This design comes from an exercise in tuning for small area, a short achievable clock period and few clock cycles on the open sky130 flow, not from production work. At most, simulation tests tie the RTL to the original design; equivalence was not proved.

## PW
Design seq_store_top, start of the top module:
module seq_store_top (
  input  wire logic                  clk_i,
  input  wire logic                  rst_ni,
  input  wire logic                  rx_deshfu_valid_i,
  output logic                       rx_deshfu_ready_o,
  input  wire store_pkg::seq_entry_t rx_deshfu_i,
  input  wire logic                  txn_valid_i,
  output logic                       txn_ready_o,
  input  wire store_pkg::txn_beat_t  txn_i,
  input  wire logic                  meta_valid_i,
  output logic                       meta_ready_o,
  input  wire store_pkg::meta_t      meta_i,
  output logic                       axi_w_valid_o,
  input  wire logic                  axi_w_ready_i,
  output store_pkg::w_beat_t         axi_w_o
);
Size in the first run: about 1,300 cells after synthesis, roughly 270 I/O pins, ~0.016 mm² of cells after synthesis.
==> flow/config.mk <==
export PLATFORM = sky130hd
export DESIGN_NAME = seq_store_top
export DESIGN_NICKNAME = seq_store_top
export VERILOG_FILES = /design/flow/design.v
export SDC_FILE = /design/flow/constraint.sdc
export NUM_CORES = 4
export LEC_CHECK = 0
export CAP_MARGIN = 20
export CORE_MARGIN = 2
export CORE_UTILIZATION = 60
export SETUP_SLACK_MARGIN = 3.3
export SLEW_MARGIN = 20
==> flow/constraint.sdc <==
create_clock -name core_clock -period 6.3 [get_ports {clk_i}]
set_input_delay 1.2600 -clock core_clock [delete_from_list [all_inputs] [get_ports {clk_i}]]
set_output_delay 1.2600 -clock core_clock [all_outputs]
set_load 0.01 [all_outputs]
standard.sh (not shown) runs the stock make flow with config.mk's settings and CLKGATE_MAP_FILE= SYNTH_SCRIPT=/design/flow/synth_recipe.tcl, a recipe that flattens the netlist after the stock synthesis.
==> flow/flow/run.sh <==
#!/bin/bash
# Standard ORFS layout, with the port buffers inserted as the smallest buffer
# (the resizer still upsizes any that timing needs).
set -euo pipefail
export BUFFER_PORTS_ARGS="-buffer_cell sky130_fd_sc_hd__buf_1"
bash standard.sh finish > standard_flow.log 2>&1
Inputs modified between PW and AL:
-- flow/design.v --
<<< PW, line 61
  logic        in_req_q;
  logic        hold_q;
  logic        view_hold_q;   
  logic [4:0]  ptr_q;
  logic [15:0][3:0] hi_nb_q;
>>> AL, line 61
  logic        in_req_q;
  logic        hold_q;
  logic [4:0]  ptr_q;
  logic [15:0][3:0] hi_nb_q;
<<< PW, line 69
  logic        tq_valid_q;
  logic [3:0]  tq_lower_q;
  logic [4:0]  tq_cnt_q;
  logic        tq_last_q;
  logic        tq_final_q;
  logic        tn_valid_q;
  logic [3:0]  tn_lower_q;
  logic [4:0]  tn_cnt_q;
  logic        tn_last_q;
  logic        tn_final_q;
>>> AL, line 68
  logic        tq_valid_q;
  logic [3:0]  tq_lower_q;
  logic [4:0]  tq_upper_q;
  logic        tq_last_q;
  logic        tq_final_q;
  logic        tn_valid_q;
  logic [3:0]  tn_lower_q;
  logic [4:0]  tn_upper_q;
  logic        tn_last_q;
  logic        tn_final_q;
<<< PW, line 138
  logic [4:0] ptr_c;
  logic [3:0] lower_c;
  logic [4:0] cnt_c;
  logic [5:0] sum_a;
  logic [5:0] sum_b;
>>> AL, line 137
  logic [4:0] ptr_c;
  logic [3:0] lower_c;
  logic [4:0] upper_c;
  logic [5:0] sum_a;
  logic [5:0] sum_b;
<<< PW, line 147
  assign ptr_c   = in_req_q ? ptr_q : moff0_q;
  assign lower_c = tq_valid_q ? tq_lower_q : tn_lower_q;
  assign cnt_c   = tq_valid_q ? tq_cnt_q : tn_cnt_q;
  assign sum_a = {1'b0, sum_q} + {1'b0, tn_cnt_q};
  assign sum_b = {1'b0, moff0_q} + {1'b0, tn_cnt_q};
  assign sum_c = {1'b0, ptr_c} + {1'b0, cnt_c};
  assign rot_a = sum_q - {1'b0, tn_lower_q};
  assign rot_b = moff0_q - {1'b0, tn_lower_q};
>>> AL, line 146
  assign ptr_c   = in_req_q ? ptr_q : moff0_q;
  assign lower_c = tq_valid_q ? tq_lower_q : tn_lower_q;
  assign upper_c = tq_valid_q ? tq_upper_q : tn_upper_q;
  assign sum_a = {1'b0, sum_q} + {1'b0, tn_upper_q} - {2'b0, tn_lower_q};
  assign sum_b = {1'b0, moff0_q} + {1'b0, tn_upper_q} - {2'b0, tn_lower_q};
  assign sum_c = {1'b0, ptr_c} + {1'b0, upper_c} - {2'b0, lower_c};
  assign rot_a = sum_q - {1'b0, tn_lower_q};
  assign rot_b = moff0_q - {1'b0, tn_lower_q};
<<< PW, line 176
      in_req_q   <= 1'b0;
      hold_q     <= 1'b0;
      view_hold_q <= 1'b0;
      tq_valid_q <= 1'b0;
      tn_valid_q <= 1'b0;
>>> AL, line 175
      in_req_q   <= 1'b0;
      hold_q     <= 1'b0;
      tq_valid_q <= 1'b0;
      tn_valid_q <= 1'b0;
<<< PW, line 190
          hold_q <= ge17_q && !ge32_q;
        end
      end
      if (capture) begin
        view_hold_q <= 1'b1;
      end else if (step) begin
        view_hold_q <= !fin && !ge32_q && (view_hold_q || ge17_q);
      end
      if (load_meta) begin
>>> AL, line 188
          hold_q <= ge17_q && !ge32_q;
        end
      end
      if (load_meta) begin
<<< PW, line 218
    if (tn_move) begin
      tq_lower_q <= tn_lower_q;
      tq_cnt_q   <= tn_cnt_q;
      tq_last_q  <= tn_last_q;
      tq_final_q <= tn_final_q;
>>> AL, line 211
    if (tn_move) begin
      tq_lower_q <= tn_lower_q;
      tq_upper_q <= tn_upper_q;
      tq_last_q  <= tn_last_q;
      tq_final_q <= tn_final_q;
<<< PW, line 224
    if (tn_load) begin
      tn_lower_q <= txn_i.is_head ? txn_i.addr_off : 4'd0;
      tn_cnt_q   <= (txn_i.is_last ? txn_i.lbn : 5'd16)
                    - {1'b0, txn_i.is_head ? txn_i.addr_off : 4'd0};
      tn_last_q  <= txn_i.is_last;
      tn_final_q <= txn_i.is_final;
>>> AL, line 217
    if (tn_load) begin
      tn_lower_q <= txn_i.is_head ? txn_i.addr_off : 4'd0;
      tn_upper_q <= txn_i.is_last ? txn_i.lbn : 5'd16;
      tn_last_q  <= txn_i.is_last;
      tn_final_q <= txn_i.is_final;
<<< PW, line 267
  always_comb begin
    for (int j = 0; j < 32; j++) begin
      if (j >= 17 && view_hold_q) begin
        view[j] = {hi_en_q[j-16], hi_nb_q[j-16]};
      end else begin
>>> AL, line 259
  always_comb begin
    for (int j = 0; j < 32; j++) begin
      if (j >= 17 && hold_q) begin
        view[j] = {hi_en_q[j-16], hi_nb_q[j-16]};
      end else begin
<<< PW, line 286
    for (int k = 0; k < 16; k++) r0[k] = rot_q[0] ? r1[k+1] : r1[k];
  end
  logic [4:0]       tq_upper;
  logic [15:0][3:0] bus_nb;
  assign tq_upper = {1'b0, tq_lower_q} + tq_cnt_q;
  logic [15:0]      bus_en;
  logic [7:0]       bus_strb;
  always_comb begin
    for (int i = 0; i < 16; i++) begin
      if (4'(i) >= tq_lower_q && 5'(i) < tq_upper) begin
        bus_nb[i] = r0[i][3:0];
        bus_en[i] = r0[i][4];
>>> AL, line 278
    for (int k = 0; k < 16; k++) r0[k] = rot_q[0] ? r1[k+1] : r1[k];
  end
  logic [15:0][3:0] bus_nb;
  logic [15:0]      bus_en;
  logic [7:0]       bus_strb;
  always_comb begin
    for (int i = 0; i < 16; i++) begin
      if (4'(i) >= tq_lower_q && 5'(i) < tq_upper_q) begin
        bus_nb[i] = r0[i][3:0];
        bus_en[i] = r0[i][4];
Findings:
Summary of AL over PW: sequential share of layout area went up; count of mapped cells out of synthesis went up.
AL vs PW, path type of the worst setup path: register to output port vs input pin to output port
No run of this note included a check of the RTL's function; only the layout flow was run.

Another version of the RTL of seq_store_top (not shown whole).
For scale: ~1,400 cells after synthesis, ~200 flip-flops, ~270 I/O pins, ~15,000 µm² of cells after synthesis.
Design seq_store_top, start of the top module:
module seq_store_top (
  input  wire logic                  clk_i,
  input  wire logic                  rst_ni,
  input  wire logic                  rx_deshfu_valid_i,
  output logic                       rx_deshfu_ready_o,
  input  wire store_pkg::seq_entry_t rx_deshfu_i,
  input  wire logic                  txn_valid_i,
  output logic                       txn_ready_o,
  input  wire store_pkg::txn_beat_t  txn_i,
  input  wire logic                  meta_valid_i,
  output logic                       meta_ready_o,
  input  wire store_pkg::meta_t      meta_i,
  output logic                       axi_w_valid_o,
  input  wire logic                  axi_w_ready_i,
  output store_pkg::w_beat_t         axi_w_o
);
export LEC_CHECK = 0
export CAP_MARGIN = 20
export CORE_MARGIN = 2
export CORE_UTILIZATION = 60
export SETUP_SLACK_MARGIN = 3.3
export SLEW_MARGIN = 20
create_clock -name core_clock -period 6.3 [get_ports {clk_i}]
Scripts as last shown in full above: flow/flow/run.sh
Testbench counts at the start, summed over its fixed seeds: cycles 8,613.
Then changed:
--- a/flow/design.v
+++ b/flow/design.v
@@ -56,15 +56,14 @@
   input  wire store_pkg::meta_t      meta_i,
   output logic                       axi_w_valid_o,
   input  wire logic                  axi_w_ready_i,
   output store_pkg::w_beat_t         axi_w_o
 );
   logic        in_req_q;
   logic        hold_q;
-  logic        view_hold_q;   
   logic [4:0]  ptr_q;
   logic [15:0][3:0] hi_nb_q;
   logic [15:0]      hi_en_q;
   logic        out_valid_q;
   store_pkg::w_beat_t out_q;
   logic        tq_valid_q;
   logic [3:0]  tq_lower_q;
@@ -103,31 +102,18 @@
   assign fin       = tq_final_q;
   assign capture   = base && straddle && rx_deshfu_valid_i;
   assign step      = base && !straddle && slot_free && (!need_x || rx_deshfu_valid_i);
   assign take_x    = capture || (step && (fin ? need_x : (!hold_q && ge17_q)));
   assign load_meta = mv0_q && (!in_req_q || (step && fin));
   assign tn_move   = step || !tq_valid_q;
   assign tn_load   = txn_valid_i && txn_ready_o;
-  logic ready_go;     
-  logic ready_free;   
-  logic rx_pre_a;
-  logic rx_pre_b;
-  logic tx_pre_a;
-  logic tx_pre_b;
-  assign ready_go   = base && !straddle;
-  assign ready_free = !need_x;
-  assign rx_pre_a   = (base && straddle)
-                      || (ready_go && !out_valid_q && (fin ? need_x : (!hold_q && ge17_q)));
-  assign rx_pre_b   = ready_go && (fin ? need_x : (!hold_q && ge17_q));
-  assign tx_pre_a   = !tn_valid_q || !tq_valid_q;
-  assign tx_pre_b   = tn_valid_q && tq_valid_q && ready_go;
-  assign txn_ready_o       = tx_pre_a
-                             || (tx_pre_b && (!out_valid_q || axi_w_ready_i)
-                                 && (ready_free || rx_deshfu_valid_i));
-  assign rx_deshfu_ready_o = rx_pre_a || (rx_pre_b && axi_w_ready_i);
+  assign txn_ready_o       = !tn_valid_q || tn_move;
+  assign rx_deshfu_ready_o = (base && straddle)
+                             || (base && !straddle && slot_free
+                                 && (fin ? need_x : (!hold_q && ge17_q)));
   assign meta_ready_o      = !mv1_q;
   logic [4:0] meta_off;
   logic [4:0] ptr_n;
   always_comb begin
     case (meta_i.eew)
       2'd0:    meta_off = {meta_i.vstart[3:0], 1'b0};
       2'd1:    meta_off = {meta_i.vstart[2:0], 2'b0};
@@ -171,34 +157,28 @@
       rot_s = rot_c;
     end
   end
   always_ff @(posedge clk_i or negedge rst_ni) begin
     if (!rst_ni) begin
       in_req_q   <= 1'b0;
       hold_q     <= 1'b0;
-      view_hold_q <= 1'b0;
       tq_valid_q <= 1'b0;
       tn_valid_q <= 1'b0;
     end else begin
       if (capture) begin
         hold_q <= 1'b1;
       end else if (step) begin
         if (fin) begin
           hold_q <= 1'b0;
         end else if (hold_q) begin
           hold_q <= !ge32_q;
         end else begin
           hold_q <= ge17_q && !ge32_q;
         end
       end
-      if (capture) begin
-        view_hold_q <= 1'b1;
-      end else if (step) begin
-        view_hold_q <= !fin && !ge32_q && (view_hold_q || ge17_q);
-      end
       if (load_meta) begin
         in_req_q <= 1'b1;
       end else if (step && fin) begin
         in_req_q <= 1'b0;
       end
       if (tn_move) begin
         tq_valid_q <= tn_valid_q;
@@ -251,25 +231,25 @@
       moff0_q <= moff1_q;
     end
     if (meta_push && mv0_q && !load_meta) begin
       moff1_q <= meta_off;
     end
   end
   always_ff @(posedge clk_i) begin
-    if (take_x) begin
+    if (!hold_q) begin
       for (int j = 0; j < 16; j++) begin
         hi_nb_q[j] <= rx_deshfu_i.nb[16+j];
       end
       hi_en_q <= rx_deshfu_i.en[31:16];
     end
   end
   logic [31:0][4:0] view;
   always_comb begin
     for (int j = 0; j < 32; j++) begin
-      if (j >= 17 && view_hold_q) begin
+      if (j >= 17 && hold_q) begin
         view[j] = {hi_en_q[j-16], hi_nb_q[j-16]};
       end else begin
         view[j] = {rx_deshfu_i.en[j], rx_deshfu_i.nb[j]};
       end
     end
   end
   logic [30:0][4:0] r4;
@@ -307,15 +287,15 @@
     end else if (step) begin
       out_valid_q <= 1'b1;
     end else if (axi_w_ready_i) begin
       out_valid_q <= 1'b0;
     end
   end
   always_ff @(posedge clk_i) begin
-    if (step) begin
+    if (slot_free) begin
       out_q.data <= bus_nb;
       out_q.strb <= bus_strb;
       out_q.last <= tq_last_q;
     end
   end
   assign axi_w_valid_o = out_valid_q;
   assign axi_w_o       = out_q;
=>
- The changed run ran to the end with no violations
- clock skew barely changes
- die area rises by 2.5%
- first-iteration DRC count rises by 4.4%
- wire length rises by 12%
- global-route usage rises by 3.0 points
- register-to-register slack gains 0.02 ns
- utilization falls by 0.34 points
- area after synthesis rises by 2.6%
- design area rises by 2.7%
- worst hold slack loses 0.0050 ns
- cell count rises by 4.7%
Only the layout flow was run in the second run of this note; the RTL was not checked for function there.

## rev 12
Another version of the RTL of seq_store_top (not shown whole).
Size in the first run: roughly 1400 cells after synthesis, about 200 flip-flops, ~270 I/O pins, roughly 14000 um2 of cells after synthesis.
==> flow/config.mk <==
export PLATFORM = sky130hd
export DESIGN_NAME = seq_store_top
export DESIGN_NICKNAME = seq_store_top
export VERILOG_FILES = /design/flow/design.v
export SDC_FILE = /design/flow/constraint.sdc
export NUM_CORES = 4
export LEC_CHECK = 0
export CAP_MARGIN = 20
export CORE_MARGIN = 2
export CORE_UTILIZATION = 60
export CTS_CLUSTER_DIAMETER = 60
export CTS_CLUSTER_SIZE = 25
export SETUP_SLACK_MARGIN = 3.3
export SLEW_MARGIN = 20
==> flow/constraint.sdc <==
create_clock -name core_clock -period 6.3 [get_ports {clk_i}]
set_input_delay 1.2600 -clock core_clock [delete_from_list [all_inputs] [get_ports {clk_i}]]
set_output_delay 1.2600 -clock core_clock [all_outputs]
set_load 0.01 [all_outputs]
Scripts as last shown in full above: flow/flow/run.sh
Rev 12 was carried through to the last stage, and its layout satisfied the timing, design-rule and antenna checks.
#### Input delta (rev 13 over rev 12)
diff --git a/flow/design.v b/flow/design.v
--- a/flow/design.v
+++ b/flow/design.v
@@ -132,32 +132,33 @@
       2'd0:    meta_off = {meta_i.vstart[3:0], 1'b0};
       2'd1:    meta_off = {meta_i.vstart[2:0], 2'b0};
       2'd2:    meta_off = {meta_i.vstart[1:0], 3'b0};
       default: meta_off = {meta_i.vstart[0], 4'b0};
     endcase
   end
-  logic [3:0] lower_n;
-  logic [4:0] cnt_n;
+  logic [4:0] ptr_1;    
+  logic [4:0] ptr_0;    
+  logic [3:0] lower_0;
+  logic [4:0] cnt_0;
+  logic [5:0] sum_1;
+  logic [5:0] sum_0;
+  logic [4:0] rot_1;
+  logic [4:0] rot_0;
+  assign ptr_1   = fin ? moff0_q : sum_q;
+  assign ptr_0   = in_req_q ? ptr_q : moff0_q;
+  assign lower_0 = tq_valid_q ? tq_lower_q : tn_lower_q;
+  assign cnt_0   = tq_valid_q ? tq_cnt_q : tn_cnt_q;
+  assign sum_1   = {1'b0, ptr_1} + {1'b0, tn_cnt_q};
+  assign sum_0   = {1'b0, ptr_0} + {1'b0, cnt_0};
+  assign rot_1   = ptr_1 - {1'b0, tn_lower_q};
+  assign rot_0   = ptr_0 - {1'b0, lower_0};
   logic [5:0] sum_s;
   logic [4:0] rot_s;
-  always_comb begin
-    if (step) begin
-      ptr_n = fin ? moff0_q : sum_q;
-    end else begin
-      ptr_n = in_req_q ? ptr_q : moff0_q;
-    end
-    if (tn_move) begin
-      lower_n = tn_lower_q;
-      cnt_n   = tn_cnt_q;
-    end else begin
-      lower_n = tq_lower_q;
-      cnt_n   = tq_cnt_q;
-    end
-  end
-  assign sum_s = {1'b0, ptr_n} + {1'b0, cnt_n};
-  assign rot_s = ptr_n - {1'b0, lower_n};
+  assign ptr_n = step ? ptr_1 : ptr_0;
+  assign sum_s = step ? sum_1 : sum_0;
+  assign rot_s = step ? rot_1 : rot_0;
   always_ff @(posedge clk_i or negedge rst_ni) begin
     if (!rst_ni) begin
       in_req_q   <= 1'b0;
       hold_q     <= 1'b0;
       view_hold_q <= 1'b0;
       tq_valid_q <= 1'b0;
@@ -192,14 +193,14 @@
       end
     end
   end
   always_ff @(posedge clk_i) begin
     ptr_q  <= ptr_n;
     sum_q  <= sum_s[4:0];
-    span_q <= sum_s > 6'd32;
-    ge17_q <= sum_s >= 6'd17;
+    span_q <= step ? sum_1 > 6'd32 : sum_0 > 6'd32;
+    ge17_q <= step ? sum_1 >= 6'd17 : sum_0 >= 6'd17;
     ge32_q <= sum_s[5];
     rot_q  <= rot_s;
     if (tn_move) begin
       tq_lower_q <= tn_lower_q;
       tq_cnt_q   <= tn_cnt_q;
       tq_last_q  <= tn_last_q;
Results
- Rev 13 against rev 12: number of cells on the critical path rose by 1, number of tap cells inserted went up 11, final critical path time including I/O delays and setup lower.
- Non-clock buffer count was higher in the run labelled rev 12.
- Re final cycle utilization of the critical path: rev 12 and rev 13 aren't equal, and the higher value belongs to rev 12.
- In rev 13 relative to rev 12, ratio of routed vias to standard cells had gone up by a few percent.
- Routed wire length improves in rev 13 relative to rev 12.
Function was not checked in any run of this note: the RTL went through the layout flow alone.

==> static timing again, ports no longer ideal <==
The results above use ideal ports. As a check the final layouts listed here were re-extracted and re-timed, cells and wires unchanged.
Step 1 assumes that a clkbuf_16 drives the clock port and a buf_2 every other input.
Step 2 also shifts input and output timing later by t, the mid clock arrival at the registers, as if the neighbouring blocks saw the same clock.
Three values: no drivers, after step 1, after step 2; two values: the first two.
run | t, ns | setup WS [ns] | worst setup path at the end | worst data-port slew with drivers (ns)
PW | 0.576 | 2.931 / 2.905 / 2.815 | input to register | 0.08
AL | 0.567 | 3.027 / 2.978 / 2.489 | input to register | 0.06
the first run of note 2 | 0.583 | 3.066 / 3.047 / 2.813 | input to register | 0.09
the second run of note 2 | 0.586 | 2.970 / 2.934 / 2.810 | input to register | 0.10
rev 12 | 0.560 | 2.989 / 2.969 / 2.583 | input to register | 0.07
rev 13 | 0.573 | 3.080 / 3.053 / 2.952 | input to register | 0.09
After both steps setup and hold are still met in every run listed. The setup slack of AL, which loses most, moves by -0.049 ns with the drivers and by -0.538 ns with both steps.
